Background: an optimization exercise with open tools, aiming at small area, a short achievable clock period and few clock cycles per item. Do not read the settings as production practice.
Function was not checked in any run shown here: the RTL went through the layout flow alone.
No activity file was given, so power comes from the tool's default toggle rates.

`design/flow/flow/run.sh`:
```
#!/bin/bash
# Standard layout, with plain buf_1 cells as the port buffers and a clock tree of larger
# sink clusters without dummy loads.
set -euo pipefail
export BUFFER_PORTS_ARGS="-buffer_cell sky130_fd_sc_hd__buf_1"
export CTS_ARGS="-sink_clustering_enable -repair_clock_nets -dont_use_dummy_load -sink_clustering_size 24 -sink_clustering_max_diameter 80"
bash standard.sh > standard_flow.log 2>&1
```
`design/flow/standard.sh`:
```
#!/bin/bash
# synth_recipe.tcl (not shown) runs the flow's synth.tcl, then flattens the netlist and writes it again
# the make line also repeats each setting of config.mk as NAME=value (left out here)
make -C /OpenROAD-flow-scripts/flow DESIGN_CONFIG=/design/flow/config.mk WORK_HOME=/design/flow/orfs CLKGATE_MAP_FILE= SYNTH_SCRIPT=/design/flow/synth_recipe.tcl "${@:-finish}"
```
`design/flow/config.mk`:
```
export PLATFORM = sky130hd
export DESIGN_NAME = text_line_statistics_top
export DESIGN_NICKNAME = text_line_statistics_top
export VERILOG_FILES = /design/flow/design.v
export SDC_FILE = /design/flow/constraint.sdc
export NUM_CORES = 4
export LEC_CHECK = 0
export CAP_MARGIN = 20
export CORE_MARGIN = 2
export CORE_UTILIZATION = 55
export SETUP_SLACK_MARGIN = 1.45
export SLEW_MARGIN = 20
```
`design/flow/constraint.sdc`:
```
create_clock -name core_clock -period 3.5 [get_ports {clock}]
set_input_delay 0.7000 -clock core_clock [delete_from_list [all_inputs] [get_ports {clock}]]
set_output_delay 0.7000 -clock core_clock [all_outputs]
set_load 0.01 [all_outputs]
```
`design/flow/design.v`:
```
`default_nettype none
package tls_pkg;
   localparam int COUNT_BITS_DEFAULT = 16;
   localparam int OUT_BITS           = 16;
   localparam int OUT_FIELDS         = 12;
   localparam int RSP_BITS           = OUT_BITS * OUT_FIELDS;
   localparam int BYTE_BITS          = 8;
   localparam logic [BYTE_BITS-1:0] NEWLINE_BYTE = 8'd10;
endpackage
`default_nettype wire
`default_nettype none
module tls_in_stage (
   input  wire logic                         clock,
   input  wire logic                         reset,
   input  wire logic                         in_valid,
   output logic                              in_ready,
   input  wire logic [tls_pkg::BYTE_BITS-1:0] in_data,
   input  wire logic                         in_eof,
   input  wire logic                         resume,      
   output logic                              out_data,    
   output logic                              out_nl,      
   output logic                              out_chr,     
   output logic                              out_line,    
   output logic                              out_empty,   
   output logic                              out_eof      
);
   logic ready_ff, data_ff, nl_ff, chr_ff, line_ff, empty_ff, eof_ff, fresh_ff;
   logic fire, take_data, is_nl;
   assign fire      = in_valid && ready_ff;
   assign take_data = fire && !in_eof;
   assign is_nl     = (in_data == tls_pkg::NEWLINE_BYTE);
   always_ff @(posedge clock) begin
      if (reset) begin
         ready_ff <= 1'b1;
         data_ff  <= 1'b0;
         nl_ff    <= 1'b0;
         chr_ff   <= 1'b0;
         line_ff  <= 1'b0;
         empty_ff <= 1'b0;
         eof_ff   <= 1'b0;
         fresh_ff <= 1'b1;
      end else begin
         ready_ff <= resume || (ready_ff && !(in_valid && in_eof));
         data_ff  <= take_data;
         nl_ff    <= take_data && is_nl;
         chr_ff   <= take_data && !is_nl;
         line_ff  <= take_data && fresh_ff;
         empty_ff <= take_data && fresh_ff && is_nl;
         eof_ff   <= fire && in_eof;
         if (resume) begin
            fresh_ff <= 1'b1;
         end else if (take_data) begin
            fresh_ff <= is_nl;
         end
      end
   end
   assign in_ready  = ready_ff;
   assign out_data  = data_ff;
   assign out_nl    = nl_ff;
   assign out_chr   = chr_ff;
   assign out_line  = line_ff;
   assign out_empty = empty_ff;
   assign out_eof   = eof_ff;
endmodule
`default_nettype wire
`default_nettype none
module tls_file_stats #(
   parameter int COUNT_BITS = tls_pkg::COUNT_BITS_DEFAULT
) (
   input  wire logic                  clock,
   input  wire logic                  clear,
   input  wire logic                  data,      
   input  wire logic                  nl,        
   input  wire logic                  chr,       
   input  wire logic                  line,      
   input  wire logic                  empty,     
   output logic [COUNT_BITS-1:0]      file_bytes,
   output logic [COUNT_BITS-1:0]      file_lines,
   output logic [COUNT_BITS-1:0]      file_empty,
   output logic [COUNT_BITS-1:0]      width_min,
   output logic [COUNT_BITS-1:0]      width_max
);
   localparam logic [COUNT_BITS-1:0] ALL_ONES  = '1;
   localparam logic [COUNT_BITS-1:0] NEAR_ONES = ALL_ONES - 1'b1;
   localparam int L = COUNT_BITS / 2;
   function automatic logic [COUNT_BITS-1:0] inc(input logic [COUNT_BITS-1:0] v,
                                                 input logic lo_ones);
      logic [COUNT_BITS-1:0] low;    
      for (int i = 0; i < L; i++) begin
         low    = ({{COUNT_BITS{1'b0}}, 1'b1} << i) - 1'b1;
         inc[i] = v[i] ^ (&(v[L-1:0] | ~low[L-1:0]));
      end
      for (int i = L; i < COUNT_BITS; i++) begin
         low    = ({{COUNT_BITS{1'b0}}, 1'b1} << i) - ({{COUNT_BITS{1'b0}}, 1'b1} << L);
         inc[i] = v[i] ^ (lo_ones & (&(v | ~low)));
      end
   endfunction
   function automatic logic lo_next(input logic [COUNT_BITS-1:0] v);
      lo_next = (v[L-1:0] == {{(L-1){1'b1}}, 1'b0});
   endfunction
   logic [COUNT_BITS-1:0] bytes_ff, lines_ff, empty_ff, len_ff, wmin_ff, wmax_ff;
   logic                  bytes_sat_ff, lines_sat_ff, empty_sat_ff, len_sat_ff;
   logic                  bytes_lo_ff, lines_lo_ff, empty_lo_ff, len_lo_ff;
   logic                  le_min_ff;   
   logic                  gt_max_ff;   
   always_ff @(posedge clock) begin
      if (clear) begin
         bytes_ff     <= '0;
         bytes_sat_ff <= 1'b0;
         bytes_lo_ff  <= 1'b0;
      end else if (data && !bytes_sat_ff) begin
         bytes_ff     <= inc(bytes_ff, bytes_lo_ff);
         bytes_lo_ff  <= lo_next(bytes_ff);
         bytes_sat_ff <= (bytes_ff == NEAR_ONES);
      end
   end
   always_ff @(posedge clock) begin
      if (clear) begin
         lines_ff     <= '0;
         lines_sat_ff <= 1'b0;
         lines_lo_ff  <= 1'b0;
      end else if (line && !lines_sat_ff) begin
         lines_ff     <= inc(lines_ff, lines_lo_ff);
         lines_lo_ff  <= lo_next(lines_ff);
         lines_sat_ff <= (lines_ff == NEAR_ONES);
      end
   end
   always_ff @(posedge clock) begin
      if (clear) begin
         empty_ff     <= '0;
         empty_sat_ff <= 1'b0;
         empty_lo_ff  <= 1'b0;
      end else if (empty && !empty_sat_ff) begin
         empty_ff     <= inc(empty_ff, empty_lo_ff);
         empty_lo_ff  <= lo_next(empty_ff);
         empty_sat_ff <= (empty_ff == NEAR_ONES);
      end
   end
   always_ff @(posedge clock) begin
      if (clear) begin
         len_ff     <= '0;
         len_sat_ff <= 1'b0;
         len_lo_ff  <= 1'b0;
         wmin_ff    <= ALL_ONES;
         wmax_ff    <= '0;
         le_min_ff  <= 1'b1;
         gt_max_ff  <= 1'b0;
      end else if (nl) begin
         if (le_min_ff) begin
            wmin_ff <= len_ff;
         end
         if (gt_max_ff) begin
            wmax_ff <= len_ff;
         end
         len_ff     <= '0;
         len_sat_ff <= 1'b0;
         len_lo_ff  <= 1'b0;
         le_min_ff  <= 1'b1;
         gt_max_ff  <= 1'b0;
      end else if (chr && !len_sat_ff) begin
         len_ff     <= inc(len_ff, len_lo_ff);
         len_lo_ff  <= lo_next(len_ff);
         len_sat_ff <= (len_ff == NEAR_ONES);
         le_min_ff  <= le_min_ff && (len_ff != wmin_ff);
         gt_max_ff  <= gt_max_ff || (len_ff == wmax_ff);
      end
   end
   assign file_bytes = bytes_ff;
   assign file_lines = lines_ff;
   assign file_empty = empty_ff;
   assign width_min  = wmin_ff;
   assign width_max  = wmax_ff;
endmodule
`default_nettype wire
`default_nettype none
module tls_totals #(
   parameter int COUNT_BITS = tls_pkg::COUNT_BITS_DEFAULT
) (
   input  wire logic                    clock,
   input  wire logic                    reset,
   input  wire logic                    start,       
   output logic                         done,        
   input  wire logic [COUNT_BITS-1:0]   file_bytes,
   input  wire logic [COUNT_BITS-1:0]   file_lines,
   input  wire logic [COUNT_BITS-1:0]   file_empty,
   output logic [7*COUNT_BITS-1:0]      words
);
   localparam int H = COUNT_BITS / 2;
   localparam int N = 14;
   localparam logic [H-1:0] ALL_ONES = '1;
   logic [H-1:0]          c_ff [0:N-1];
   logic [6:0]            w_ff;        
   logic                  stale_ff;
   logic                  hi_ff, add_ff, max_ff;
   logic [H-1:0]          sum_ff;      
   logic                  cy_ff;       
   logic                  c16_ff;      
   logic                  pick_b_ff, pick_ones_ff, fix_ff;
   logic                  add_lo_ff, min_lo_ff, max_lo_ff;    
   logic [H-1:0]          b_ff;        
   logic [H-1:0]          bh_ff;       
   logic                  run, lo_step, next_word;
   logic                  nw_add, nw_max;
   logic [COUNT_BITS-1:0] nw16;
   logic [H-1:0]          b_raw, b_lo, r, fix;
   logic                  use_sum;
   logic [H-1:0]          r_other;
   assign run       = |w_ff;
   assign lo_step   = run && !hi_ff;
   assign next_word = start || (run && hi_ff);    
   assign done      = w_ff[6] && hi_ff;
   assign nw_add = start || w_ff[0] || w_ff[1];
   assign nw_max = w_ff[3] || w_ff[5];
   logic ld_b_ff, ld_l_ff, ld_e_ff, ld_inv_ff;
   always_ff @(posedge clock) begin
      if (reset || (run && hi_ff && (w_ff[5] || w_ff[6]))) begin
         {ld_b_ff, ld_l_ff, ld_e_ff, ld_inv_ff} <= 4'b1000;         
      end else if (start) begin
         {ld_b_ff, ld_l_ff, ld_e_ff, ld_inv_ff} <= 4'b0100;         
      end else if (run && hi_ff) begin
         ld_b_ff   <= w_ff[1] || w_ff[2];                            
         ld_l_ff   <= w_ff[3] || w_ff[4];                            
         ld_e_ff   <= w_ff[0];                                       
         ld_inv_ff <= !w_ff[0];                                      
      end
   end
   always_comb begin
      nw16 = ({COUNT_BITS{ld_b_ff}} & file_bytes) |
             ({COUNT_BITS{ld_l_ff}} & file_lines) |
             ({COUNT_BITS{ld_e_ff}} & file_empty);
      nw16 = nw16 ^ {COUNT_BITS{ld_inv_ff}};
   end
   function automatic logic [2*H-1:0] prefix(input logic [H-1:0] x, input logic [H-1:0] y);
      logic [H-1:0] g, p, gn, pn;
      g = x & y;
      p = x | y;
      for (int d = 1; d < H; d = d * 2) begin
         gn = g;
         pn = p;
         for (int i = d; i < H; i++) begin
            gn[i] = g[i] | (p[i] & g[i-d]);
            pn[i] = p[i] & p[i-d];
         end
         g = gn;
         p = pn;
      end
      prefix = {g, p};    
   endfunction
   logic [H-1:0] a_nx, ah_nx, b_nx, sum_nx;
   logic         cin_nx, cy_nx, c16_nx;
   logic [H-1:0] gl, pl, gh, ph, xl;
   assign a_nx   = start ? c_ff[0] : c_ff[1];
   assign ah_nx  = start ? c_ff[1] : c_ff[2];
   assign b_nx   = next_word ? nw16[H-1:0] : bh_ff;
   assign cin_nx = next_word ? !nw_add : cy_ff;
   assign {gl, pl} = prefix(a_nx, b_nx);
   assign {gh, ph} = prefix(ah_nx, nw16[COUNT_BITS-1:H]);
   assign xl       = (a_nx | b_nx) & ~(a_nx & b_nx);
   always_comb begin
      sum_nx[0] = xl[0] ^ cin_nx;
      for (int i = 1; i < H; i++) begin
         sum_nx[i] = xl[i] ^ (gl[i-1] | (pl[i-1] & cin_nx));
      end
   end
   assign cy_nx  = gl[H-1] | (pl[H-1] & cin_nx);
   assign c16_nx = (gh[H-1] | (ph[H-1] & gl[H-1])) | (ph[H-1] & pl[H-1] & cin_nx);
   always_ff @(posedge clock) begin
      sum_ff <= sum_nx;
      cy_ff  <= cy_nx;
      c16_ff <= c16_nx;
   end
   always_ff @(posedge clock) begin
      if (reset) begin
         w_ff     <= '0;
         stale_ff <= 1'b1;
      end else begin
         if (start) begin
            w_ff <= 7'd1;
         end else if (run && hi_ff) begin
            w_ff <= {w_ff[5:0], 1'b0};
         end
         if (done) begin
            stale_ff <= 1'b0;
         end
      end
   end
   always_ff @(posedge clock) begin
      hi_ff <= lo_step;
      if (next_word) begin
         add_ff <= nw_add;
         max_ff <= nw_max;
         b_ff   <= nw16[H-1:0];
         bh_ff  <= nw16[COUNT_BITS-1:H];
      end else begin
         b_ff   <= bh_ff;
      end
      add_lo_ff    <= next_word && nw_add;
      min_lo_ff    <= next_word && !nw_add && !nw_max;
      max_lo_ff    <= next_word && nw_max;
      pick_b_ff    <= stale_ff || (min_lo_ff && c16_ff) || (max_lo_ff && !c16_ff);
      pick_ones_ff <= add_lo_ff && c16_ff;
      fix_ff       <= !stale_ff && (((add_lo_ff || min_lo_ff) && c16_ff) || (max_lo_ff && !c16_ff));
   end
   assign b_raw = add_ff ? b_ff : ~b_ff;
   assign use_sum = add_ff && !pick_b_ff && !pick_ones_ff;
   always_comb begin
      if (pick_b_ff)         r_other = b_raw;
      else if (pick_ones_ff) r_other = ALL_ONES;
      else                   r_other = c_ff[0];
   end
   assign r = use_sum ? sum_ff : r_other;
   always_comb begin
      if (w_ff[0] || w_ff[3] || w_ff[4])      b_lo = file_bytes[H-1:0];
      else if (w_ff[1] || w_ff[5] || w_ff[6]) b_lo = file_lines[H-1:0];
      else                                    b_lo = file_empty[H-1:0];
   end
   assign fix = fix_ff ? (add_ff ? ALL_ONES : b_lo) : c_ff[N-1];
   always_ff @(posedge clock) begin
      if (run) begin
         for (int i = 0; i < N - 2; i++) begin
            c_ff[i] <= c_ff[i+1];
         end
         c_ff[N-2] <= fix;
         c_ff[N-1] <= r;
      end
   end
   always_comb begin
      for (int i = 0; i < N; i++) begin
         words[i*H +: H] = c_ff[i];
      end
   end
endmodule
`default_nettype wire
`default_nettype none
module text_line_statistics_top #(
   parameter int COUNT_BITS = tls_pkg::COUNT_BITS_DEFAULT
) (
   input  wire logic                           clock,
   input  wire logic                           reset,
   input  wire logic                           req_tvalid,
   output logic                                req_tready,
   input  wire logic [tls_pkg::BYTE_BITS-1:0]  req_tdata,   
   input  wire logic                           req_tuser,   
   output logic                                rsp_tvalid,
   input  wire logic                           rsp_tready,
   output logic [tls_pkg::RSP_BITS-1:0]        rsp_tdata
);
   logic                    s1_data, s1_nl, s1_chr, s1_line, s1_empty, s1_eof;
   logic                    rsp_valid_ff;
   logic                    last, take;
   logic [COUNT_BITS-1:0]   file_bytes, file_lines, file_empty, width_min, width_max;
   logic [7*COUNT_BITS-1:0] words;
   assign take = rsp_valid_ff && rsp_tready;
   tls_in_stage u_in_stage (
      .clock    (clock),
      .reset    (reset),
      .in_valid (req_tvalid),
      .in_ready (req_tready),
      .in_data  (req_tdata),
      .in_eof   (req_tuser),
      .resume   (take),
      .out_data  (s1_data),
      .out_nl    (s1_nl),
      .out_chr   (s1_chr),
      .out_line  (s1_line),
      .out_empty (s1_empty),
      .out_eof   (s1_eof)
   );
   tls_file_stats #(
      .COUNT_BITS (COUNT_BITS)
   ) u_file_stats (
      .clock      (clock),
      .clear      (reset || take),
      .data       (s1_data),
      .nl         (s1_nl),
      .chr        (s1_chr),
      .line       (s1_line),
      .empty      (s1_empty),
      .file_bytes (file_bytes),
      .file_lines (file_lines),
      .file_empty (file_empty),
      .width_min  (width_min),
      .width_max  (width_max)
   );
   tls_totals #(
      .COUNT_BITS (COUNT_BITS)
   ) u_totals (
      .clock      (clock),
      .reset      (reset),
      .start      (s1_eof),
      .done       (last),
      .file_bytes (file_bytes),
      .file_lines (file_lines),
      .file_empty (file_empty),
      .words      (words)
   );
   always_ff @(posedge clock) begin
      if (reset) begin
         rsp_valid_ff <= 1'b0;
      end else begin
         rsp_valid_ff <= last || (rsp_valid_ff && !rsp_tready);
      end
   end
   assign rsp_tvalid = rsp_valid_ff;
   assign rsp_tdata  = {words, width_max, width_min, file_empty, file_lines, file_bytes};
endmodule
`default_nettype wire
```
==> summary.txt, run 1 <==
Max Clock Freq: 391 MHz
Core Util, Final: 65.6%
crit path max-delay cell type: dfxtp_4
compound-cell area share of the yosys netlist: 9.03%
die height: 149 um
sequential fraction of the synthesis area: 57.8%
worst rel slew slack: 35.1%
Synthesized Nets: 1,128
Final Max Tran Viols: 0
DR iter-0 viols: 625
yosys warns: 5
Remaining Overflow, GRT: 0
hold slack: 450 ps
Root Buffer: clkbuf_16
design area: 13,400 um2
Pleak: 4.80 nW
status: complete, no violations
switch share: 22.6%
largest net degree at the start of global routing: 47
Final #Nets: 1,325
met3 track demand over resource: 4.86%
Distinct cells, synth: 57
Post-route DRC: 0
Main synth FF type: dfxtp_1
met1 Track Usage GR: 35.3%
largest family of logic cells by synthesized area: simple AND/OR/NAND/NOR gates
Synth top area share: 31.5%
Worst Path Max Fanout: 6
Reg clk slew, reported paths: 90 ps
Synth Cell Area: 11,500 um2
CP Class: flop to flop
crit-path cells: nor3_4 -> a31oi_4 -> nor2_4 -> buf_12 -> mux2i_4 -> ha_4 -> inv_2 -> a21oi_2 -> o211ai_1 -> buf_4 -> a21boi_4 -> o21bai_1 -> xor2_1
slew of the pin with the lowest slew margin: 974 ps
min-delay worst type: flop to flop
WP data arrival: 2940 ps
H-tree depth: 1
via count of the routed design: 8,538
RSZ-0062 raised after global routing: true
post-synthesis xor/xnor area fraction: 7.66%
Post-synth EDFFs: 121
Switch Pwr: 1.28 mW
clock power share: 31.7%
GPL Wtd Cong: 0.888
Startpoint Class: flop
total wire length: 28.8 mm
clock buffer count from CTS: 16
CTS tree: built
Post-DP HPWL: 20.8 mm
Final Power: 5.67 mW
DRT Pass-1 Iters: 8
Placed Area: 12,600 um2
initial cell density of the core: 56.5%
Fin. Hold Viols: 0
FP Rows: 52
max incr delay on CP: 370 ps
post-synthesis adder-cell area fraction: 4.17%
period utilisation layout: 73.1%
fillcell total: 1,657
met2 Use GR: 41.7%
Comb pwr share: 6.8%
Req. time, crit path: 3880 ps
wire length per cell: 18.7 um
mux cell area share after synthesis: 3.91%
Core ar.: 20,400 um2
simple-gate share of the synthesized area: 13.9%
GRT Total Usage: 25.6%
Mapped Cells: 1,078
most instantiated cells after synthesis: dfxtp_1 (152), nand2_1 (137), edfxtp_1 (121)
Clock Skew: 37.5 ps
max cap viols: 0
Hold Buf Count CTS: 0
ys async rst share: 0%
Pwr Density: 423 nW/um2
register share of total power: 61.5%
Post-DRT Antenna Nets: 0
initial antenna violation count: 0
Avg Cell Area, Syn: 10.7 um2
clk sinks: 273
die width: 149 um
kind of end point of the critical path: flop
GRT busiest layer: met2
top cell type by total area after synthesis: edfxtp_1
I/O pin total: 207
Synth-to-Final Area Change: 16.2%
Max Root-Sink Buffers: 3
final setup vio count: 0
worst skew pair latency: 490 ps
share of layout cells above drive strength 1: 9.43%
die area: 22,200 um2
first-pass GRT wire length: 44.4 mm
Final Critical Period: 2560 ps
Max IR drop VDD: 0.347 mV
Seq cells post-synth: 273
setup_tns: 0 ps
most numerous cell in the Yosys netlist: dfxtp_1
PortBufs: 206
synth top area cells: edfxtp_1 (31%), dfxtp_1 (26%), xnor2_1 (4.9%), nand2_1 (4.5%), ha_1 (3.9%)
# diodes: 0
vias per cell: 5.53
vias in the first global route: 8,032
Internal: 4.39 mW
## final cells by class
class / instances / area, um2 / share of cell area [%]
Timing Repair Buffer: 239 / 1060 / 7.88
Multi-Input combinational cell: 703 / 4770 / 35.5
Sequential cell: 273 / 6690 / 49.9
Tap cell: 270 / 338 / 2.52
Inverter: 42 / 158 / 1.18
Clock buffer: 16 / 400 / 2.99
## worst paths after layout
check	depth (start not counted)	slack, ps	end	start
setup / recovery	13	940	u_totals.sum_ff[5]	u_totals.w_ff[3]
hold / removal	0	450	u_totals.c_ff[6][3]	u_totals.c_ff[7][3]
setup reg to reg	13	940	u_totals.sum_ff[5]	u_totals.w_ff[3]
hold reg to reg	0	450	u_totals.c_ff[6][3]	u_totals.c_ff[7][3]
## metrics by stage
stage                     setup WS [ps]  cells
after floorplan                     923   1078
after global placement              725   1504
after detailed placement            669   1504
after CTS                          1010   1535
after global routing                848   1543
final                               941   1543
## worst max-delay path, delay by kind of cell (launching register included)
kind | cells | cell delay (ps)
buf+inv | 3 | 380
fa+ha+maj | 1 | 190
simple gates | 2 | 410
mux | 1 | 300
flops | 1 | 370
xor+xnor | 1 | 140
compound gates | 5 | 650
## state kept, by name, summed over array words and instances (netlist names), 7 cells and up
signal,flops
u_file_stats.wmin_ff,16
u_totals.c_ff,112
u_file_stats.bytes_ff,16
u_file_stats.wmax_ff,16
u_totals.bh_ff,8
u_file_stats.lines_ff,16
u_totals.b_ff,8
u_file_stats.empty_ff,16
u_file_stats.len_ff,16
u_totals.sum_ff,8
u_totals.w_ff,7
## cell usage in the layout (no fill, tap or decap), drive strengths merged, types with 2 or more instances in the layout
cell type,Yosys,final
a211oi,14,14
a21o,3,3
a21oi,55,55
a221o,3,3
a221oi,2,2
a222oi,15,15
a31oi,9,9
a32oi,2,2
and2,6,6
and3,6,6
buf,11,239
clkbuf,50,16
dfxtp,152,152
edfxtp,121,121
ha,36,36
inv,42,42
mux2,7,7
mux2i,36,36
nand2,137,137
nand2b,8,8
nand3,37,38
nand3b,2,2
nand4,15,15
nor2,114,114
nor2b,10,10
nor3,12,12
nor4,6,6
o211ai,2,2
o21ai,27,27
o21bai,4,4
o221ai,11,11
o311ai,2,2
or2,2,2
or3,4,4
or4,2,2
xnor2,65,65
xor2,36,36
## per-layer routing
layer  routed length, um  vias up
met3                1910       46
met4                 796        0
li1                    -     4135
met1               12400     4072
met5                   0        -
met2               13700      285
## timing repair
action | 4_1_cts | 5_1_grt
setup buffers | 13 | 8
pin swaps | 17 | 14
hold endpoints to repair | 0 | 0
cloned | 2 | 0
resized for setup | 50 | 22
endpoints found under the setup margin | 18 | 22
## power by group through the flow
| stage | combinational (mW) | clock (mW) | sequential, mW |
|---|---|---|---|
| floorplan | 0.199 | 0 | 3.56 |
| global placement | 0.323 | 0 | 3.56 |
| detailed placement | 0.324 | 0 | 3.56 |
| CTS | 0.370 | 1.84 | 3.49 |
| global route | 0.421 | 1.95 | 3.50 |
| finish | 0.387 | 1.80 | 3.49 |
## logic make-up after synthesis
kind of cell / count (synthesis)
simple gates: 363
flops: 273
compound gates: 157
buf+inv: 103
xor+xnor: 101
mux: 43
fa+ha+maj: 38
==> run 2, diff against run 1 <==
--- a/design/flow/config.mk
+++ b/design/flow/config.mk
@@ -8,5 +8,5 @@
 export CAP_MARGIN = 20
 export CORE_MARGIN = 2
 export CORE_UTILIZATION = 55
-export SETUP_SLACK_MARGIN = 1.45
+export SETUP_SLACK_MARGIN = 1.6
 export SLEW_MARGIN = 20
==> run 2 against run 1 <==
  * Clock skew shrank 2.5 ps
  * Combinational power up 1%
  * Clock power is essentially flat
  * Critical path type unchanged
  * Largest cell class unchanged
  * Via count is 0.16% higher
  * Largest power group unchanged
  * Still clean
  * Non-clock buffer count up 1
==> summary.txt, run 2 <==
status: complete, no violations (unchanged)
Final Power: 5.67 mW (about the same)
CP Class: flop to flop (unchanged)
GPL Wtd Cong: 0.888 (unchanged)
fillcell total: 1,663 (was 1,657)
Final #Nets: 1,326 (was 1,325)
design area: 13,500 um2 (was 13,400 um2)
Max Root-Sink Buffers: 3 (unchanged)
final setup vio count: 0 (unchanged)
first-pass GRT wire length: 44.7 mm (was 44.4 mm)
Post-DP HPWL: 20.8 mm (unchanged)
ys async rst share: 0% (unchanged)
mux cell area share after synthesis: 3.91% (unchanged)
Post-DRT Antenna Nets: 0 (unchanged)
max incr delay on CP: 370 ps (about the same)
PortBufs: 206 (unchanged)
max FFs per register: 112 (unchanged)
Synthesized Nets: 1,128 (unchanged)
worst setup path start: u_totals.w_ff[3] (unchanged)
Startpoint Class: flop (unchanged)
post-synthesis xor/xnor area fraction: 7.66% (unchanged)
hold slack: 450 ps (about the same)
Remaining Overflow, GRT: 0 (unchanged)
commonest non-fill, non-tap cell in the layout: buf_1 (unchanged)
initial cell density of the core: 56.5% (unchanged)
met2 Use GR: 41.9% (was 41.7%)
reg2reg path depth: 13 (unchanged)
Setup Slack @ Placement: 669 ps (unchanged)
setup_tns: 0 ps (unchanged)
Distinct cells, synth: 57 (unchanged)
via count of the routed design: 8,552 (was 8,538)
Final Max Tran Viols: 0 (unchanged)
Setup WS post-layout: 952 ps (was 941 ps)
Max Clock Freq: 392 MHz (was 391 MHz)
Clock Skew: 35.0 ps (was 37.5 ps)
DRT Pass-1 Iters: 6 (was 8)
Seq cells post-synth: 273 (unchanged)
compound-cell area share of the yosys netlist: 9.03% (unchanged)
worst hold stages: 0 (unchanged)
period utilisation layout: 72.8% (was 73.1%)
Max IR drop VDD: 0.346 mV (was 0.347 mV)
post-synthesis adder-cell area fraction: 4.17% (unchanged)
die width: 149 um (unchanged)
Mapped Cells: 1,078 (unchanged)
synth top area cells: edfxtp_1 (31%), dfxtp_1 (26%), xnor2_1 (4.9%), nand2_1 (4.5%), ha_1 (3.9%) (unchanged)
Final Critical Period: 2550 ps (was 2560 ps)
most numerous cell in the Yosys netlist: dfxtp_1 (unchanged)
die height: 149 um (unchanged)
Post-route DRC: 0 (unchanged)
largest family of logic cells by synthesized area: simple AND/OR/NAND/NOR gates (unchanged)
met3 track demand over resource: 5.11% (was 4.86%)
kind of end point of the critical path: flop (unchanged)
die area: 22,200 um2 (unchanged)
Fin. Hold Viols: 0 (unchanged)
simple-gate share of the synthesized area: 13.9% (unchanged)
vias in the first global route: 8,099 (was 8,032)
Reg clk slew, reported paths: 90 ps (about the same)
top cell type by total area after synthesis: edfxtp_1 (unchanged)
sequential fraction of the synthesis area: 57.8% (unchanged)
Worst Path Max Fanout: 6 (unchanged)
clock buffer count from CTS: 16 (unchanged)
DR iter-0 viols: 571 (was 625)
yosys warns: 5 (unchanged)
worst rel slew slack: 35.3% (was 35.1%)
DP Cell Count: 1,504 (unchanged)
Post-synth EDFFs: 121 (unchanged)
R2R Path Start: u_totals.w_ff[3] (unchanged)
final std cells w/o fill: 1,544 (was 1,543)
GRT Total Usage: 25.7% (was 25.6%)
H-tree depth: 1 (unchanged)
Core Util, Final: 66.1% (was 65.6%)
slew of the pin with the lowest slew margin: 971 ps (was 974 ps)
worst hold start: u_totals.c_ff[7][0] (was u_totals.c_ff[7][3])
min-delay worst type: flop to flop (unchanged)
Root Buffer: clkbuf_16 (unchanged)
Main synth FF type: dfxtp_1 (unchanged)
Core ar.: 20,400 um2 (unchanged)
Pwr Density: 420 nW/um2 (was 423 nW/um2)
Synth-to-Final Area Change: 16.9% (was 16.2%)
Synth top area share: 31.5% (unchanged)
RSZ-0062 raised after global routing: true (unchanged)
I/O pin total: 207 (unchanged)
largest net degree at the start of global routing: 47 (unchanged)
Pleak: 4.85 nW (was 4.80 nW)
met1 Track Usage GR: 35.1% (was 35.3%)
# diodes: 0 (unchanged)
most instantiated cells after synthesis: dfxtp_1 (152), nand2_1 (137), edfxtp_1 (121) (unchanged)
wire length per cell: 18.8 um (was 18.7 um)
GRT busiest layer: met2 (unchanged)
commonest non-fill, non-tap cells in the layout: buf_1 (202), nand2_1 (136), dfxtp_1 (126), edfxtp_1 (121), nor2_1 (110) (was buf_1 (206), dfxtp_1 (144), nand2_1 (136), edfxtp_1 (121), nor2_1 (110))
Synth Cell Area: 11,500 um2 (unchanged)
Req. time, crit path: 3880 ps (about the same)
Top reg by flops: u_totals.c_ff (unchanged)
Avg Cell Area, Syn: 10.7 um2 (unchanged)
worst skew pair latency: 480 ps (was 490 ps)
WP data arrival: 2930 ps (was 2940 ps)
crit-path cells: nor3_4 -> a31oi_4 -> nor2_4 -> buf_12 -> mux2i_4 -> ha_4 -> inv_2 -> a21oi_2 -> o211ai_1 -> buf_4 -> a21boi_4 -> o21bai_1 -> xor2_1 (unchanged)
Hold Buf Count CTS: 0 (unchanged)
Placed Area: 12,600 um2 (unchanged)
CTS tree: built (unchanged)
FP Rows: 52 (unchanged)
crit path max-delay cell type: dfxtp_4 (unchanged)
max cap viols: 0 (unchanged)
share of layout cells above drive strength 1: 11.7% (was 9.43%)
initial antenna violation count: 0 (unchanged)
clk sinks: 273 (unchanged)
vias per cell: 5.54 (was 5.53)
total wire length: 29.0 mm (was 28.8 mm)
-- run 2: changes by cell type in the layout (fill, tap and decap cells not counted), moves of 4 or more --
| cell | change |
|---|---|
| dfxtp_1 | -18 |
| dfxtp_2 | +18 |
| a211oi_1 | -5 |
| a211oi_2 | +5 |
| buf_1 | -4 |
| buf_2 | +4 |
-- run 2: where the power goes --
group / leakage [nW] / internal (mW) / switching, mW
Sequential: 2.35 / 3.42 / 0.0661
Clock: 0.197 / 0.820 / 0.971
Combinational: 2.30 / 0.150 / 0.242
Total: 4.85 / 4.39 / 1.28
-- run 2: metal layers --
| metal | routed length [um] | vias up |
|---|---|---|
| met5 | 0 | - |
| met4 | 839 | 0 |
| met3 | 1680 | 53 |
| met2 | 13800 | 244 |
| met1 | 12700 | 4117 |
| li1 | - | 4138 |
-- run 2: cells by family (layout without fill, tap and decap cells) --
logic type	after synthesis	count (layout)
AO/OA/AOI/OAI	157	157
XOR/XNOR	101	101
adder cells (fa/ha/maj)	38	38
buffers and inverters	103	298
flip-flops	273	273
multiplexers	43	43
AND/OR/NAND/NOR	363	364
-- run 2: final cells by class --
class | instances | area [um2] | area share (%)
timing repair buffer | 240 | 1090 | 8.07
sequential | 273 | 6710 | 49.7
multi-input combinational | 703 | 4800 | 35.5
tap | 270 | 338 | 2.50
inverter | 42 | 158 | 1.17
clock buffer | 16 | 400 | 2.97
-- run 2: worst paths after layout --
path                            slack, ps                  end
worst max-delay path                  950   u_totals.sum_ff[5]
worst min-delay path                  450  u_totals.c_ff[6][0]
worst max register to register        950   u_totals.sum_ff[5]
worst min register to register        450  u_totals.c_ff[6][0]
-- run 2: critical path: cells and delay by family (launching register included) --
kind / cells / cell delay [ps]
AO/OA/AOI/OAI: 5 / 660
XOR/XNOR: 1 / 140
adder cells (fa/ha/maj): 1 / 190
buffers and inverters: 3 / 380
flip-flops: 1 / 370
multiplexers: 1 / 310
AND/OR/NAND/NOR: 2 / 400
-- run 2: timing repair --
item                                    in CTS  in global routing
endpoints found under the setup margin      41                 78
gates resized for setup                     61                 41
setup buffers                               14                  8
pin swaps                                   18                 14
gates cloned                                 2                  0
==> run 3, diff against run 2 <==
--- a/design/flow/design.v
+++ b/design/flow/design.v
@@ -207,17 +207,17 @@
    logic [H-1:0]          r_other;
    assign run       = |w_ff;
    assign lo_step   = run && !hi_ff;
-   assign next_word = start || (run && hi_ff);    
+   assign next_word = start || hi_ff;             
    assign done      = w_ff[6] && hi_ff;
    assign nw_add = start || w_ff[0] || w_ff[1];
    assign nw_max = w_ff[3] || w_ff[5];
    logic ld_b_ff, ld_l_ff, ld_e_ff, ld_inv_ff;
    always_ff @(posedge clock) begin
-      if (reset || (run && hi_ff && (w_ff[5] || w_ff[6]))) begin
+      if (reset || (hi_ff && (w_ff[5] || w_ff[6]))) begin
          {ld_b_ff, ld_l_ff, ld_e_ff, ld_inv_ff} <= 4'b1000;         
       end else if (start) begin
          {ld_b_ff, ld_l_ff, ld_e_ff, ld_inv_ff} <= 4'b0100;         
-      end else if (run && hi_ff) begin
+      end else if (hi_ff) begin
          ld_b_ff   <= w_ff[1] || w_ff[2];                            
          ld_l_ff   <= w_ff[3] || w_ff[4];                            
          ld_e_ff   <= w_ff[0];                                       
@@ -272,11 +272,13 @@
    always_ff @(posedge clock) begin
       if (reset) begin
          w_ff     <= '0;
+         hi_ff    <= 1'b0;
          stale_ff <= 1'b1;
       end else begin
+         hi_ff <= lo_step;
          if (start) begin
             w_ff <= 7'd1;
-         end else if (run && hi_ff) begin
+         end else if (hi_ff) begin
             w_ff <= {w_ff[5:0], 1'b0};
          end
          if (done) begin
@@ -285,7 +287,6 @@
       end
    end
    always_ff @(posedge clock) begin
-      hi_ff <= lo_step;
       if (next_word) begin
          add_ff <= nw_add;
          max_ff <= nw_max;
==> run 3 against run 2 <==
  * Sequential power barely moved
  * Clock-buffer cell count decreased by 1
  * Routed wire length down 3.4%
  * Largest power group unchanged
  * Synthesized cell count grew 0.37%
  * Still clean
  * Combinational power grew 5%
  * Via count shrank 0.67%
  * Setup slack gained 55 ps
  * Maximum frequency up 2.2%
  * Register-to-register slack better by 60 ps
==> summary.txt, run 3 <==
Avg Cell Area, Syn: 10.7 um2 (about the same)
DRT Pass-1 Iters: 7 (was 6)
worst skew pair latency: 500 ps (was 480 ps)
die height: 149 um (about the same)
sequential fraction of the synthesis area: 57.7% (was 57.8%)
Mapped Cells: 1,082 (was 1,078)
Max Root-Sink Buffers: 3 (unchanged)
Post-route DRC: 0 (unchanged)
Placed Area: 12,700 um2 (was 12,600 um2)
Synth-to-Final Area Change: 15.8% (was 16.9%)
FP Rows: 53 (was 52)
Req. time, crit path: 3830 ps (was 3880 ps)
Startpoint Class: flop (unchanged)
DR iter-0 viols: 570 (was 571)
initial antenna violation count: 0 (unchanged)
wire length per cell: 18.0 um (was 18.8 um)
Final #Nets: 1,336 (was 1,326)
vias per cell: 5.45 (was 5.54)
GRT Total Usage: 24.9% (was 25.7%)
Fin. Hold Viols: 0 (unchanged)
commonest non-fill, non-tap cells in the layout: buf_1 (203), dfxtp_1 (130), nand2_1 (128), edfxtp_1 (121), nor2_1 (119) (was buf_1 (202), nand2_1 (136), dfxtp_1 (126), edfxtp_1 (121), nor2_1 (110))
Root Buffer: clkbuf_16 (unchanged)
Core ar.: 20,800 um2 (was 20,400 um2)
largest net degree at the start of global routing: 55 (was 47)
max FFs per register: 112 (unchanged)
Hold Buf Count CTS: 0 (unchanged)
final setup vio count: 0 (unchanged)
Post-DRT Antenna Nets: 0 (unchanged)
first-pass GRT wire length: 43.4 mm (was 44.7 mm)
vias in the first global route: 7,890 (was 8,099)
Distinct cells, synth: 58 (was 57)
clock buffer count from CTS: 15 (was 16)
Pwr Density: 420 nW/um2 (about the same)
min-delay worst type: flop to flop (unchanged)
Worst Path Max Fanout: 6 (unchanged)
Remaining Overflow, GRT: 0 (unchanged)
H-tree depth: 1 (unchanged)
Clock Skew: 51.1 ps (was 35.0 ps)
slew of the pin with the lowest slew margin: 746 ps (was 971 ps)
Pleak: 4.84 nW (was 4.85 nW)
DP Cell Count: 1,516 (was 1,504)
CP Class: flop to flop (unchanged)
most instantiated cells after synthesis: dfxtp_1 (152), nand2_1 (128), edfxtp_1 (121) (was dfxtp_1 (152), nand2_1 (137), edfxtp_1 (121))
total wire length: 28.0 mm (was 29.0 mm)
Final Power: 5.63 mW (was 5.67 mW)
Post-DP HPWL: 19.9 mm (was 20.8 mm)
hold slack: 449 ps (was 450 ps)
Seq cells post-synth: 273 (unchanged)
Post-synth EDFFs: 121 (unchanged)
I/O pin total: 207 (unchanged)
status: complete, no violations (unchanged)
PortBufs: 206 (unchanged)
top cell type by total area after synthesis: edfxtp_1 (unchanged)
Max Clock Freq: 401 MHz (was 392 MHz)
fillcell total: 1,747 (was 1,663)
max cap viols: 0 (unchanged)
GPL Wtd Cong: 0.870 (was 0.888)
yosys warns: 5 (unchanged)
Synth Cell Area: 11,600 um2 (was 11,500 um2)
period utilisation layout: 71.2% (was 72.8%)
via count of the routed design: 8,495 (was 8,552)
Top reg by flops: u_totals.c_ff (unchanged)
Synth top area share: 31.4% (was 31.5%)
design area: 13,400 um2 (was 13,500 um2)
Max IR drop VDD: 0.395 mV (was 0.346 mV)
share of layout cells above drive strength 1: 9.97% (was 11.7%)
die width: 149 um (about the same)
Reg clk slew, reported paths: 100 ps (was 90 ps)
clk sinks: 273 (unchanged)
Final Max Tran Viols: 0 (unchanged)
# diodes: 0 (unchanged)
commonest non-fill, non-tap cell in the layout: buf_1 (unchanged)
setup_tns: 0 ps (unchanged)
synth top area cells: edfxtp_1 (31%), dfxtp_1 (26%), xnor2_1 (4.6%), nand2_1 (4.2%), ha_1 (3.9%) (was edfxtp_1 (31%), dfxtp_1 (26%), xnor2_1 (4.9%), nand2_1 (4.5%), ha_1 (3.9%))
WP data arrival: 2820 ps (was 2930 ps)
worst rel slew slack: 50.3% (was 35.3%)
die area: 22,200 um2 (about the same)
ys async rst share: 0% (unchanged)
Synthesized Nets: 1,132 (was 1,128)
Final Critical Period: 2490 ps (was 2550 ps)
Main synth FF type: dfxtp_1 (unchanged)
CTS tree: built (unchanged)
RSZ-0062 raised after global routing: true (unchanged)
initial cell density of the core: 55.6% (was 56.5%)
kind of end point of the critical path: flop (unchanged)
most numerous cell in the Yosys netlist: dfxtp_1 (unchanged)
final std cells w/o fill: 1,559 (was 1,544)
run 3: cell count changes after synthesis, sizes merged, moves of 6 or more:
cell	delta
nand2	-9
a21oi	+9
nand4	+8
a31oi	-6
a211oi	-8
nor2	+6
run 3: cells by family (layout without fill, tap and decap cells):
logic type	count (synthesis)	after routing	synth area share [%]
fa+ha+maj	37	37	4.06
xor+xnor	100	100	7.57
buf+inv	101	302	3.42
simple gates	362	363	13.8
mux	50	50	4.44
flops	273	273	57.7
compound gates	159	159	9.00
run 3: worst max-delay path: stages (launching register included):
cell	delay, ps
dfxtp_2	370
a222oi_1	390
xnor2_1	100
mux2i_1	200
inv_1	90
ha_1	210
or3_4	390
a2111oi_4	330
o31ai_2	120
nand2_1	60
nand4_1	70
run 3: final cells by class:
class                   instances  area, um2  area share [%]
well taps                     275        344            2.57
flip-flops and latches        273       6710            50.1
clock buffers                  15        375            2.80
multi-input cells             709       4670            34.8
repair buffers                248       1150            8.59
inverters                      39        151            1.13
run 3: per-layer routing:
metal	global-route usage, %	vias up	share of wire (%)
li1	-	4176	-
met1	34.9	4062	45
met2	40.9	216	48
met3	3.82	41	4.6
met4	6.00	0	2.2
met5	0	-	0
run 3: path summary, 6_finish.rpt:
path / slack [ps] / depth (start not counted) / endpoint / from
min reg2reg: 450 / 0 / u_totals.c_ff[5][6] / u_totals.c_ff[6][6]
max: 1010 / 10 / u_totals.c16_ff / u_file_stats.bytes_ff[6]
min: 450 / 0 / u_totals.c_ff[5][6] / u_totals.c_ff[6][6]
max reg2reg: 1010 / 10 / u_totals.c16_ff / u_file_stats.bytes_ff[6]
run 3: stage by stage:
step | util (%) | worst slack (ps)
after global routing | 64.4 | 801
final | 64.4 | 1010
after CTS | 63.7 | 971
after floorplan | - | 998
after detailed placement | 60.8 | 750
after global placement | 60.8 | 829
run 3: what timing repair did:
item	in CTS	in global routing
gates cloned	1	0
setup buffers	16	11
gates resized for setup	29	23
pin swaps	19	16
endpoints found under the setup margin	111	50
run 3: power by group:
part	total [mW]	switching [mW]	internal [mW]
clock network	1.73	0.957	0.771
logic	0.410	0.249	0.161
registers	3.50	0.0687	3.43
total	5.63	1.27	4.36
==> run 4, diff against run 3 <==
--- a/design/flow/config.mk
+++ b/design/flow/config.mk
@@ -8,5 +8,5 @@
 export CAP_MARGIN = 20
 export CORE_MARGIN = 2
 export CORE_UTILIZATION = 55
-export SETUP_SLACK_MARGIN = 1.6
+export SETUP_SLACK_MARGIN = 1.45
 export SLEW_MARGIN = 20
==> run 4 against run 3 <==
  * Still clean
  * Area after synthesis stayed put
  * First-iteration DRC count down 6.1%
  * Synthesized cell count unchanged
  * Largest power group unchanged
  * Maximum frequency is 0.52% higher
  * Die area stayed put
  * Power up 0.59%
  * Final area fell by 1.4%
  * Non-clock buffer count decreased by 17
  * Global-route usage down 1.0 points
  * Core utilization decreased by 0.91 points
==> summary.txt, run 4 <==
status: complete, no violations (unchanged)
Seq cells post-synth: 273 (unchanged)
I/O pin total: 207 (unchanged)
Max Clock Freq: 403 MHz (was 401 MHz)
Fin. Hold Viols: 0 (unchanged)
max incr delay on CP: 420 ps (was 390 ps)
share of layout cells above drive strength 1: 6.87% (was 9.97%)
crit path max-delay cell type: a222oi_1 (unchanged)
Crit path depth: 10 (unchanged)
kind of end point of the critical path: flop (unchanged)
total wire length: 27.3 mm (was 28.0 mm)
Comb pwr share: 6.8% (was 7.3%)
Final Critical Period: 2480 ps (was 2490 ps)
Internal: 4.39 mW (was 4.36 mW)
worst skew pair latency: 510 ps (was 500 ps)
clock power share: 31.6% (was 30.7%)
Hold Buf Count CTS: 0 (unchanged)
Main synth FF type: dfxtp_1 (unchanged)
end point of the critical path: u_totals.c16_ff (unchanged)
Pleak: 4.73 nW (was 4.84 nW)
Post-synth EDFFs: 121 (unchanged)
CP Class: flop to flop (unchanged)
Reg clk slew, reported paths: 90 ps (was 100 ps)
Synth Cell Area: 11,600 um2 (unchanged)
CTS tree: built (unchanged)
Pwr Density: 429 nW/um2 (was 420 nW/um2)
die width: 149 um (unchanged)
Reg2Reg Setup Slack: 1020 ps (was 1010 ps)
Final Max Tran Viols: 0 (unchanged)
Avg Cell Area, Syn: 10.7 um2 (unchanged)
most instantiated cells after synthesis: dfxtp_1 (152), nand2_1 (128), edfxtp_1 (121) (unchanged)
Startpoint Class: flop (unchanged)
FP Rows: 53 (unchanged)
reg2reg path depth: 10 (unchanged)
Worst Path Max Fanout: 10 (was 6)
Reg area: 6690 um2 (was 6710 um2)
DR iter-0 viols: 535 (was 570)
register share of total power: 61.7% (was 62.1%)
most numerous cell in the Yosys netlist: dfxtp_1 (unchanged)
synth top area cells: edfxtp_1 (31%), dfxtp_1 (26%), xnor2_1 (4.6%), nand2_1 (4.2%), ha_1 (3.9%) (unchanged)
clk sinks: 273 (unchanged)
max FFs per register: 112 (unchanged)
die height: 149 um (unchanged)
reg2reg end: u_totals.c16_ff (unchanged)
first-pass GRT wire length: 41.7 mm (was 43.4 mm)
CP top delay family: compound AO/OA/AOI/OAI gates (unchanged)
Synthesized Nets: 1,132 (unchanged)
initial antenna violation count: 0 (unchanged)
WP data arrival: 2840 ps (was 2820 ps)
design area: 13,200 um2 (was 13,400 um2)
Remaining Overflow, GRT: 0 (unchanged)
ys async rst share: 0% (unchanged)
yosys warns: 5 (unchanged)
RSZ-0062 raised after global routing: true (unchanged)
worst setup path start: u_totals.ld_l_ff (was u_file_stats.bytes_ff[6])
vias per cell: 5.45 (about the same)
die area: 22,200 um2 (unchanged)
slew of the pin with the lowest slew margin: 927 ps (was 746 ps)
GRT Total Usage: 23.9% (was 24.9%)
H-tree depth: 1 (unchanged)
top cell type by total area after synthesis: edfxtp_1 (unchanged)
Switch Pwr: 1.27 mW (about the same)
Distinct cells, synth: 58 (unchanged)
min-delay worst type: flop to flop (unchanged)
Setup WS post-layout: 1020 ps (was 1010 ps)
setup_tns: 0 ps (unchanged)
WP buf/inv: 1 (unchanged)
clock buffer count from CTS: 16 (was 15)
max cap viols: 0 (unchanged)
Final #Nets: 1,319 (was 1,336)
Synth top area share: 31.4% (unchanged)
Placed Area: 12,600 um2 (was 12,700 um2)
DRT Pass-1 Iters: 6 (was 7)
worst rel slew slack: 38.2% (was 50.3%)
PortBufs: 206 (unchanged)
crit-path cells: a222oi_1 -> xnor2_1 -> mux2i_1 -> inv_1 -> ha_2 -> a21o_1 -> a2111oi_4 -> o31ai_2 -> nand2_1 -> nand4_1 (was a222oi_1 -> xnor2_1 -> mux2i_1 -> inv_1 -> ha_1 -> or3_4 -> a2111oi_4 -> o31ai_2 -> nand2_1 -> nand4_1)
switch share: 22.5% (was 22.6%)
Post-DRT Antenna Nets: 0 (unchanged)
Max IR drop VDD: 0.385 mV (was 0.395 mV)
Post-DP HPWL: 19.6 mm (was 19.9 mm)
sequential fraction of the synthesis area: 57.7% (unchanged)
wire length per cell: 17.7 um (was 18.0 um)
# diodes: 0 (unchanged)
period utilisation layout: 70.9% (was 71.2%)
largest net degree at the start of global routing: 78 (was 55)
multi-input logic area: 4620 um2 (was 4670 um2)
Synth-to-Final Area Change: 14.1% (was 15.8%)
Max Root-Sink Buffers: 3 (unchanged)
initial cell density of the core: 55.6% (unchanged)
via count of the routed design: 8,401 (was 8,495)
Post-route DRC: 0 (unchanged)
Core ar.: 20,800 um2 (unchanged)
Req. time, crit path: 3860 ps (was 3830 ps)
vias in the first global route: 7,640 (was 7,890)
Top reg by flops: u_totals.c_ff (unchanged)
Setup Slack @ Placement: 763 ps (was 750 ps)
Root Buffer: clkbuf_16 (unchanged)
commonest non-fill, non-tap cell in the layout: buf_1 (unchanged)
fillcell total: 1,793 (was 1,747)
R2R Path Start: u_totals.ld_l_ff (was u_file_stats.bytes_ff[6])
GPL Wtd Cong: 0.890 (was 0.870)
Clock Skew: 64.1 ps (was 51.1 ps)
final setup vio count: 0 (unchanged)
commonest non-fill, non-tap cells in the layout: buf_1 (206), dfxtp_1 (146), nand2_1 (128), edfxtp_1 (121), nor2_1 (119) (was buf_1 (203), dfxtp_1 (130), nand2_1 (128), edfxtp_1 (121), nor2_1 (119))
Mapped Cells: 1,082 (unchanged)
==> run 4: cell types whose count changed in the layout (fill, tap and decap cells not counted), moves of 2 or more <==
cell / before / now
buf_1: 203 / 206
buf_4: 36 / 21
buf_6: 3 / 0
clkbuf_2: 2 / 0
dfxtp_1: 130 / 146
dfxtp_2: 18 / 3
==> run 4: power groups by stage <==
stage / clock network (mW) / logic, mW / registers (mW)
floorplan: 0 / 0.246 / 3.57
global placement: 0 / 0.352 / 3.57
detailed placement: 0 / 0.355 / 3.57
CTS: 1.85 / 0.370 / 3.50
global route: 1.95 / 0.423 / 3.51
finish: 1.79 / 0.383 / 3.50
==> run 4: worst min path at each step <==
stage	startpoint	to	slack, ps	depth (start not counted)
floorplan	u_totals.stale_ff	u_totals.fix_ff	410	1
global placement	u_totals.c_ff[5][6]	u_totals.c_ff[4][6]	420	0
detailed placement	u_totals.c_ff[11][6]	u_totals.c_ff[10][6]	430	0
CTS	req_tvalid	u_in_stage.ready_ff	440	4
global route	req_tvalid	u_in_stage.ready_ff	460	4
finish	u_totals.c_ff[8][6]	u_totals.c_ff[7][6]	440	0
==> run 4: timing repair <==
action	4_1_cts	5_1_grt
gates resized for setup	13	15
buffers inserted	6	6
pin swaps	7	11
setup endpoints to repair	48	54
==> run 4: metal layers <==
metal  up-vias  share of wire [%]  track usage (%)  routed length, um
met4         0                2.1             5.33                575
met5         -                  0                0                  0
met3        39                5.3             3.85               1450
li1       4146                  -                -                  -
met2       231                 47             39.2              12900
met1      3985                 45             33.6              12400
==> run 4: per-stage QoR <==
| step | hold slack (ps) | std cells | power (mW) | utilization [%] |
|---|---|---|---|---|
| after floorplan | 411 | 1082 | 3.81 | - |
| after global placement | 425 | 1514 | 3.92 | 60.7 |
| after detailed placement | 432 | 1514 | 3.93 | 60.7 |
| after CTS | 438 | 1536 | 5.71 | 63.0 |
| after global routing | 456 | 1542 | 5.88 | 63.5 |
| final | 444 | 1542 | 5.67 | 63.5 |
==> run 4: cell type report <==
type | instances | share of cell area (%)
Multi-Input combinational cell | 708 | 35.0
Tap cell | 275 | 2.60
Timing Repair Buffer | 231 | 7.61
Clock buffer | 16 | 3.03
Inverter | 39 | 1.15
Sequential cell | 273 | 50.6
==> run 4: worst reg2reg max path, delay by kind of cell, from the launching register on <==
family	cells	cell delay [ps]
adders and majority gates	1	200
muxes	1	220
DFF	1	390
xor gates and xnor gates	1	130
AOI/OAI and AO/OA	4	1180
buffers and inverters	1	100
and+or+nand+nor	2	130
==> run 4: cell families (layout without fill, tap and decap cells) <==
logic type	count (synthesis)	count (layout)	synth area share, %
buf+inv	101	286	3.42
mux	50	50	4.44
xor+xnor	100	100	7.57
compound gates	159	159	9.00
fa+ha+maj	37	37	4.06
flops	273	273	57.7
simple gates	362	362	13.8
==> run 5, diff against run 4 <==
--- a/design/flow/design.v
+++ b/design/flow/design.v
@@ -198,7 +198,7 @@
    logic                  pick_b_ff, pick_ones_ff, fix_ff;
    logic                  add_lo_ff, min_lo_ff, max_lo_ff;    
    logic [H-1:0]          b_ff;        
-   logic [H-1:0]          bh_ff;       
+   logic [H-1:0]          bnl_ff, bnh_ff;
    logic                  run, lo_step, next_word;
    logic                  nw_add, nw_max;
    logic [COUNT_BITS-1:0] nw16;
@@ -246,15 +246,16 @@
       end
       prefix = {g, p};    
    endfunction
-   logic [H-1:0] a_nx, ah_nx, b_nx, sum_nx;
+   logic [H-1:0] a_nx, ah_nx, b_nx, bh_nx, sum_nx;
    logic         cin_nx, cy_nx, c16_nx;
    logic [H-1:0] gl, pl, gh, ph, xl;
    assign a_nx   = start ? c_ff[0] : c_ff[1];
    assign ah_nx  = start ? c_ff[1] : c_ff[2];
-   assign b_nx   = next_word ? nw16[H-1:0] : bh_ff;
+   assign b_nx   = start ? file_bytes[H-1:0] : (hi_ff ? bnl_ff : bnh_ff);
+   assign bh_nx  = start ? file_bytes[COUNT_BITS-1:H] : bnh_ff;
    assign cin_nx = next_word ? !nw_add : cy_ff;
    assign {gl, pl} = prefix(a_nx, b_nx);
-   assign {gh, ph} = prefix(ah_nx, nw16[COUNT_BITS-1:H]);
+   assign {gh, ph} = prefix(ah_nx, bh_nx);
    assign xl       = (a_nx | b_nx) & ~(a_nx & b_nx);
    always_comb begin
       sum_nx[0] = xl[0] ^ cin_nx;
@@ -290,10 +291,13 @@
       if (next_word) begin
          add_ff <= nw_add;
          max_ff <= nw_max;
-         b_ff   <= nw16[H-1:0];
-         bh_ff  <= nw16[COUNT_BITS-1:H];
-      end else begin
-         b_ff   <= bh_ff;
+      end
+      b_ff <= b_nx;
+      if (start || lo_step) begin
+         bnh_ff <= nw16[COUNT_BITS-1:H];
+      end
+      if (lo_step) begin
+         bnl_ff <= nw16[H-1:0];
       end
       add_lo_ff    <= next_word && nw_add;
       min_lo_ff    <= next_word && !nw_add && !nw_max;
==> run 5 against run 4 <==
  * Die area rose by 2.1%
  * Sequential share of layout area up 0.69 points
  * Sequential cell count grew 8
  * Setup slack better by 450 ps
  * Combinational power is 7.3% higher
  * First-iteration DRC count increased by 26%
  * Routed wire length increased by 6.6%
  * Final cell count grew 1.2%
  * Critical path type unchanged
==> summary.txt, run 5 <==
Remaining Overflow, GRT: 0 (unchanged)
GPL Wtd Cong: 0.840 (was 0.890)
DRT Pass-1 Iters: 6 (unchanged)
FP Rows: 53 (unchanged)
commonest non-fill, non-tap cell in the layout: buf_1 (unchanged)
Switch Pwr: 1.31 mW (was 1.27 mW)
Mapped Cells: 1,099 (was 1,082)
min-delay worst type: flop to flop (unchanged)
synth top area cells: edfxtp_1 (33%), dfxtp_1 (26%), xnor2_1 (4.7%), nand2_1 (4.3%), nor2_1 (4.0%) (was edfxtp_1 (31%), dfxtp_1 (26%), xnor2_1 (4.6%), nand2_1 (4.2%), ha_1 (3.9%))
setup_tns: 0 ps (unchanged)
Post-DP HPWL: 20.7 mm (was 19.6 mm)
Post-synth EDFFs: 129 (was 121)
Synth Cell Area: 11,800 um2 (was 11,600 um2)
Fin. Hold Viols: 0 (unchanged)
Internal: 4.48 mW (was 4.39 mW)
Post-route DRC: 0 (unchanged)
Max Root-Sink Buffers: 3 (unchanged)
H-tree depth: 1 (unchanged)
register share of total power: 62.7% (was 61.7%)
die area: 22,700 um2 (was 22,200 um2)
Root Buffer: clkbuf_16 (unchanged)
yosys warns: 5 (unchanged)
share of layout cells above drive strength 1: 7.08% (was 6.87%)
CP Class: flop to flop (unchanged)
DR iter-0 viols: 676 (was 535)
Startpoint Class: flop (unchanged)
Synthesized Nets: 1,149 (was 1,132)
Reg clk slew, reported paths: 100 ps (was 90 ps)
GRT Total Usage: 24.9% (was 23.9%)
total wire length: 29.1 mm (was 27.3 mm)
die width: 151 um (was 149 um)
Clock Skew: 26.7 ps (was 64.1 ps)
slew of the pin with the lowest slew margin: 898 ps (was 927 ps)
# diodes: 0 (unchanged)
Final Critical Period: 2030 ps (was 2480 ps)
die height: 151 um (was 149 um)
switch share: 22.7% (was 22.5%)
Top reg by flops: u_totals.c_ff (unchanged)
Seq cells post-synth: 281 (was 273)
first-pass GRT wire length: 43.9 mm (was 41.7 mm)
ys async rst share: 0% (unchanged)
status: complete, no violations (unchanged)
most numerous cell in the Yosys netlist: dfxtp_1 (unchanged)
WP data arrival: 2460 ps (was 2840 ps)
Distinct cells, synth: 59 (was 58)
RSZ-0062 raised after global routing: true (unchanged)
kind of end point of the critical path: flop (unchanged)
worst rel slew slack: 40.1% (was 38.2%)
Comb pwr share: 7.1% (was 6.8%)
CTS tree: built (unchanged)
commonest non-fill, non-tap cells in the layout: buf_1 (206), dfxtp_1 (147), nand2_1 (137), edfxtp_1 (129), nor2_1 (123) (was buf_1 (206), dfxtp_1 (146), nand2_1 (128), edfxtp_1 (121), nor2_1 (119))
fillcell total: 1,776 (was 1,793)
max FFs per register: 112 (unchanged)
Post-DRT Antenna Nets: 0 (unchanged)
vias per cell: 5.57 (was 5.45)
initial cell density of the core: 56.1% (was 55.6%)
Worst Path Max Fanout: 18 (was 10)
sequential fraction of the synthesis area: 58.5% (was 57.7%)
Main synth FF type: dfxtp_1 (unchanged)
Final Max Tran Viols: 0 (unchanged)
Core Util, Final: 64.0% (was 63.5%)
wire length per cell: 18.6 um (was 17.7 um)
vias in the first global route: 7,960 (was 7,640)
max cap viols: 0 (unchanged)
via count of the routed design: 8,698 (was 8,401)
Pwr Density: 429 nW/um2 (about the same)
PortBufs: 206 (unchanged)
final setup vio count: 0 (unchanged)
clock power share: 30.2% (was 31.6%)
top cell type by total area after synthesis: edfxtp_1 (unchanged)
period utilisation layout: 58.0% (was 70.9%)
Synth top area share: 32.7% (was 31.4%)
clock buffer count from CTS: 15 (was 16)
Req. time, crit path: 3930 ps (was 3860 ps)
I/O pin total: 207 (unchanged)
Core ar.: 21,100 um2 (was 20,800 um2)
largest net degree at the start of global routing: 63 (was 78)
Hold Buf Count CTS: 0 (unchanged)
most instantiated cells after synthesis: dfxtp_1 (152), nand2_1 (137), edfxtp_1 (129) (was dfxtp_1 (152), nand2_1 (128), edfxtp_1 (121))
Pleak: 4.81 nW (was 4.73 nW)
Final #Nets: 1,338 (was 1,319)
worst skew pair latency: 500 ps (was 510 ps)
Max Clock Freq: 492 MHz (was 403 MHz)
Synth-to-Final Area Change: 14.1% (about the same)
Max IR drop VDD: 0.422 mV (was 0.385 mV)
clk sinks: 281 (was 273)
initial antenna violation count: 0 (unchanged)
Avg Cell Area, Syn: 10.8 um2 (was 10.7 um2)
[run 5: changes by cell type in the layout (fill, tap and decap cells not counted), moves of 4 or more]
cell and change:
mux2i_1 -10, nand2_1 +9, edfxtp_1 +8, o21a_1 +8, mux2_2 -6, nor2b_1 +6
o21ai_0 -6, xor2_1 -6, inv_1 -5, nand4_1 -5, nor2_1 +4
[run 5: worst paths after layout]
check        cells past startpoint  slack (ps)                  end                 from
min reg2reg                      0         450  u_totals.c_ff[3][7]  u_totals.c_ff[4][7]
max reg2reg                      9        1470   u_totals.sum_ff[7]    u_in_stage.eof_ff
min                              0         450  u_totals.c_ff[3][7]  u_totals.c_ff[4][7]
max                              9        1470   u_totals.sum_ff[7]    u_in_stage.eof_ff
[run 5: what timing repair did]
| action | in CTS | in global routing |
|---|---|---|
| pin swaps | 3 | 13 |
| setup endpoints to repair | 123 | 8 |
| hold endpoints to repair | 0 | 0 |
| gates resized for setup | 12 | 30 |
| setup buffers | 6 | 12 |
| gates cloned | 1 | 0 |
[run 5: power groups by stage]
stage	registers, mW	clock network [mW]	logic (mW)
4_1_cts	3.63	1.81	0.377
6_report	3.63	1.75	0.411
5_1_grt	3.64	1.90	0.454
2_1_floorplan	3.69	0	0.257
3_3_place_gp	3.71	0	0.360
3_5_place_dp	3.71	0	0.365
[run 5: layer usage]
| layer | wire, um | GRT usage, % | vias up | part of all wire [%] |
|---|---|---|---|---|
| met4 | 709 | 6.54 | 0 | 2.4 |
| met1 | 12600 | 34.1 | 4167 | 43 |
| met5 | 0 | 0 | - | 0 |
| met3 | 1740 | 4.33 | 44 | 6.0 |
| met2 | 14000 | 41.3 | 289 | 48 |
| li1 | - | - | 4198 | - |
[run 5: worst max-delay path, stage by stage, from the launching register on]
cell and delay, ps:
dfxtp_4 390, buf_8 170, mux2_2 360, inv_1 60, ha_2 220, nor2b_4 60
o21ai_4 200, a31oi_4 150, o21ai_0 170, nor3b_2 180
[run 5: layout make-up]
cell class / instances / area [um2] / share of cell area (%)
Multi-Input combinational cell: 719 / 4680 / 34.7
Tap cell: 275 / 344 / 2.55
Sequential cell: 281 / 6930 / 51.3
Timing Repair Buffer: 235 / 1030 / 7.67
Clock buffer: 15 / 375 / 2.78
Inverter: 36 / 135 / 1.00
[run 5: cell families (layout without fill, tap and decap cells)]
group | Yosys count | after routing | share of synthesized area (%)
multiplexers | 34 | 34 | 2.93
adder cells (fa/ha/maj) | 37 | 37 | 3.98
AO/OA/AOI/OAI | 164 | 164 | 9.25
XOR/XNOR | 97 | 97 | 7.18
buffers and inverters | 100 | 286 | 3.39
AND/OR/NAND/NOR | 386 | 387 | 14.8
flip-flops | 281 | 281 | 58.5
[run 5: metrics by stage]
step / total power, mW / std cells / setup WS (ps) / hold slack [ps] / cell area (um2)
global placement: 4.07 / 1527 / 1080 / 427 / 12800
CTS: 5.82 / 1549 / 1400 / 449 / 13300
global route: 6.00 / 1561 / 1380 / 464 / 13500
floorplan: 3.95 / 1099 / 1230 / 411 / 11900
finish: 5.79 / 1561 / 1470 / 450 / 13500
detailed placement: 4.07 / 1527 / 1020 / 429 / 12800
==> run 6, diff against run 5 <==
--- a/design/flow/config.mk
+++ b/design/flow/config.mk
@@ -8,5 +8,5 @@
 export CAP_MARGIN = 20
 export CORE_MARGIN = 2
 export CORE_UTILIZATION = 55
-export SETUP_SLACK_MARGIN = 1.45
+export SETUP_SLACK_MARGIN = 1.6
 export SLEW_MARGIN = 20
==> run 6 against run 5 <==
  * Still clean on timing, DRC and antenna
  * Via count shrank 0.62%
  * First-iteration DRC count shrank 7.7%
  * Die area is the same
  * Sequential cell count is the same
  * Clock power grew 4%
  * Power grew 1.7%
  * Final area grew 2.3%
  * Global-route usage grew 0.25 points
  * Final cell count grew 0.58%
  * Critical endpoint is now u_totals.c16_ff
  * Largest power group unchanged
  * Highest routed layer unchanged
==> summary.txt, run 6 <==
min-delay worst type: flop to flop (unchanged)
kind of end point of the critical path: flop (unchanged)
Main synth FF type: dfxtp_1 (unchanged)
Max Root-Sink Buffers: 3 (unchanged)
slew of the pin with the lowest slew margin: 840 ps (was 898 ps)
period utilisation layout: 57.9% (was 58.0%)
Synth Cell Area: 11,800 um2 (unchanged)
total wire length: 29.7 mm (was 29.1 mm)
Max Clock Freq: 493 MHz (was 492 MHz)
Fin. Hold Viols: 0 (unchanged)
via count of the routed design: 8,644 (was 8,698)
Setup WS post-layout: 1470 ps (about the same)
largest net degree at the start of global routing: 78 (was 63)
Pwr Density: 427 nW/um2 (was 429 nW/um2)
worst skew pair latency: 490 ps (was 500 ps)
final setup vio count: 0 (unchanged)
Clock Skew: 23.8 ps (was 26.7 ps)
max cap viols: 0 (unchanged)
Remaining Overflow, GRT: 0 (unchanged)
H-tree depth: 1 (unchanged)
clock power share: 30.8% (was 30.2%)
vias per cell: 5.51 (was 5.57)
WP data arrival: 2420 ps (was 2460 ps)
setup_tns: 0 ps (unchanged)
wire length per cell: 18.9 um (was 18.6 um)
die area: 22,700 um2 (unchanged)
DRT Pass-1 Iters: 10 (was 6)
RSZ-0062 raised after global routing: true (unchanged)
Final Max Tran Viols: 0 (unchanged)
register share of total power: 61.6% (was 62.7%)
Synth-to-Final Area Change: 16.6% (was 14.1%)
top cell type by total area after synthesis: edfxtp_1 (unchanged)
Distinct cells, synth: 59 (unchanged)
Pleak: 4.93 nW (was 4.81 nW)
synth top area cells: edfxtp_1 (33%), dfxtp_1 (26%), xnor2_1 (4.7%), nand2_1 (4.3%), nor2_1 (4.0%) (unchanged)
ys async rst share: 0% (unchanged)
FP Rows: 53 (unchanged)
vias in the first global route: 7,936 (was 7,960)
CP Class: flop to flop (unchanged)
clk sinks: 281 (unchanged)
GPL Wtd Cong: 0.884 (was 0.840)
clock buffer count from CTS: 16 (was 15)
Startpoint Class: flop (unchanged)
Final Critical Period: 2030 ps (about the same)
CTS tree: built (unchanged)
DR iter-0 viols: 624 (was 676)
Internal: 4.55 mW (was 4.48 mW)
Comb pwr share: 7.5% (was 7.1%)
Switch Pwr: 1.34 mW (was 1.31 mW)
Post-route DRC: 0 (unchanged)
worst rel slew slack: 43.9% (was 40.1%)
die width: 151 um (unchanged)
Core ar.: 21,100 um2 (unchanged)
yosys warns: 5 (unchanged)
status: complete, no violations (unchanged)
sequential fraction of the synthesis area: 58.5% (unchanged)
Root Buffer: clkbuf_16 (unchanged)
Worst Path Max Fanout: 11 (was 18)
max FFs per register: 112 (unchanged)
switch share: 22.8% (was 22.7%)
share of layout cells above drive strength 1: 11.4% (was 7.08%)
Post-DP HPWL: 20.8 mm (was 20.7 mm)
PortBufs: 206 (unchanged)
Post-DRT Antenna Nets: 0 (unchanged)
commonest non-fill, non-tap cells in the layout: buf_1 (203), nand2_1 (135), edfxtp_1 (129), nor2_1 (124), dfxtp_1 (114) (was buf_1 (206), dfxtp_1 (147), nand2_1 (137), edfxtp_1 (129), nor2_1 (123))
initial antenna violation count: 0 (unchanged)
Final #Nets: 1,347 (was 1,338)
WP buf/inv: 1 (was 2)
Setup Slack @ Placement: 1060 ps (was 1020 ps)
Post-synth EDFFs: 129 (unchanged)
Reg clk slew, reported paths: 90 ps (was 100 ps)
## run 6: cell counts after synthesis
No cell type changed its count.
## run 6: kinds of logic after synthesis
logic type	count (synthesis)	share of synthesized area, %
and+or+nand+nor	386	14.8
adders and majority gates	37	3.98
xor gates and xnor gates	97	7.18
buffers and inverters	100	3.39
AOI/OAI and AO/OA	164	9.25
muxes	34	2.93
DFF	281	58.5
## run 6: per-stage QoR
stage | hold WS [ps] | total power [mW] | std cells
floorplan | 411 | 3.95 | 1099
global placement | 425 | 4.08 | 1525
detailed placement | 430 | 4.08 | 1525
CTS | 444 | 5.90 | 1558
global route | 457 | 6.11 | 1570
finish | 448 | 5.89 | 1570
## run 6: layout make-up
| type | instances | area [um2] | area share (%) |
|---|---|---|---|
| multi-input combinational | 718 | 4730 | 34.3 |
| clock buffer | 16 | 400 | 2.90 |
| timing repair buffer | 244 | 1210 | 8.80 |
| tap | 275 | 344 | 2.49 |
| inverter | 36 | 135 | 0.979 |
| sequential | 281 | 6980 | 50.6 |
## run 6: path summary, 6_finish.rpt
kind | start | endpoint | cells past startpoint
max | u_in_stage.eof_ff | u_totals.c16_ff | 8
min | u_totals.c_ff[7][1] | u_totals.c_ff[6][1] | 0
max reg2reg | u_in_stage.eof_ff | u_totals.c16_ff | 8
min reg2reg | u_totals.c_ff[7][1] | u_totals.c_ff[6][1] | 0
## run 6: worst register-to-register path, delay by kind of cell (launching register included)
| kind | cells | cell delay, ps |
|---|---|---|
| buffers and inverters | 1 | 160 |
| adders and majority gates | 1 | 180 |
| and+or+nand+nor | 1 | 140 |
| AOI/OAI and AO/OA | 5 | 1060 |
| DFF | 1 | 400 |
## run 6: routing by layer
layer  vias up  GRT usage (%)  routed length, um
met5         -              0                  0
met4         0           6.64                676
met3        47           4.30               1770
met2       259           40.3              13900
met1      4123           35.6              13300
li1       4215              -                  -
## run 6: repair_timing
action | in CTS | in global routing
resized for setup | 46 | 49
setup buffers | 15 | 10
setup endpoints to repair | 155 | 68
pin swaps | 9 | 17
gates cloned | 2 | 2
## run 6: power by group through the flow
stage | combinational, mW | clock (mW) | sequential [mW]
floorplan | 0.266 | 0 | 3.69
global placement | 0.369 | 0 | 3.71
detailed placement | 0.374 | 0 | 3.71
CTS | 0.405 | 1.86 | 3.63
global route | 0.488 | 1.98 | 3.64
finish | 0.444 | 1.82 | 3.63
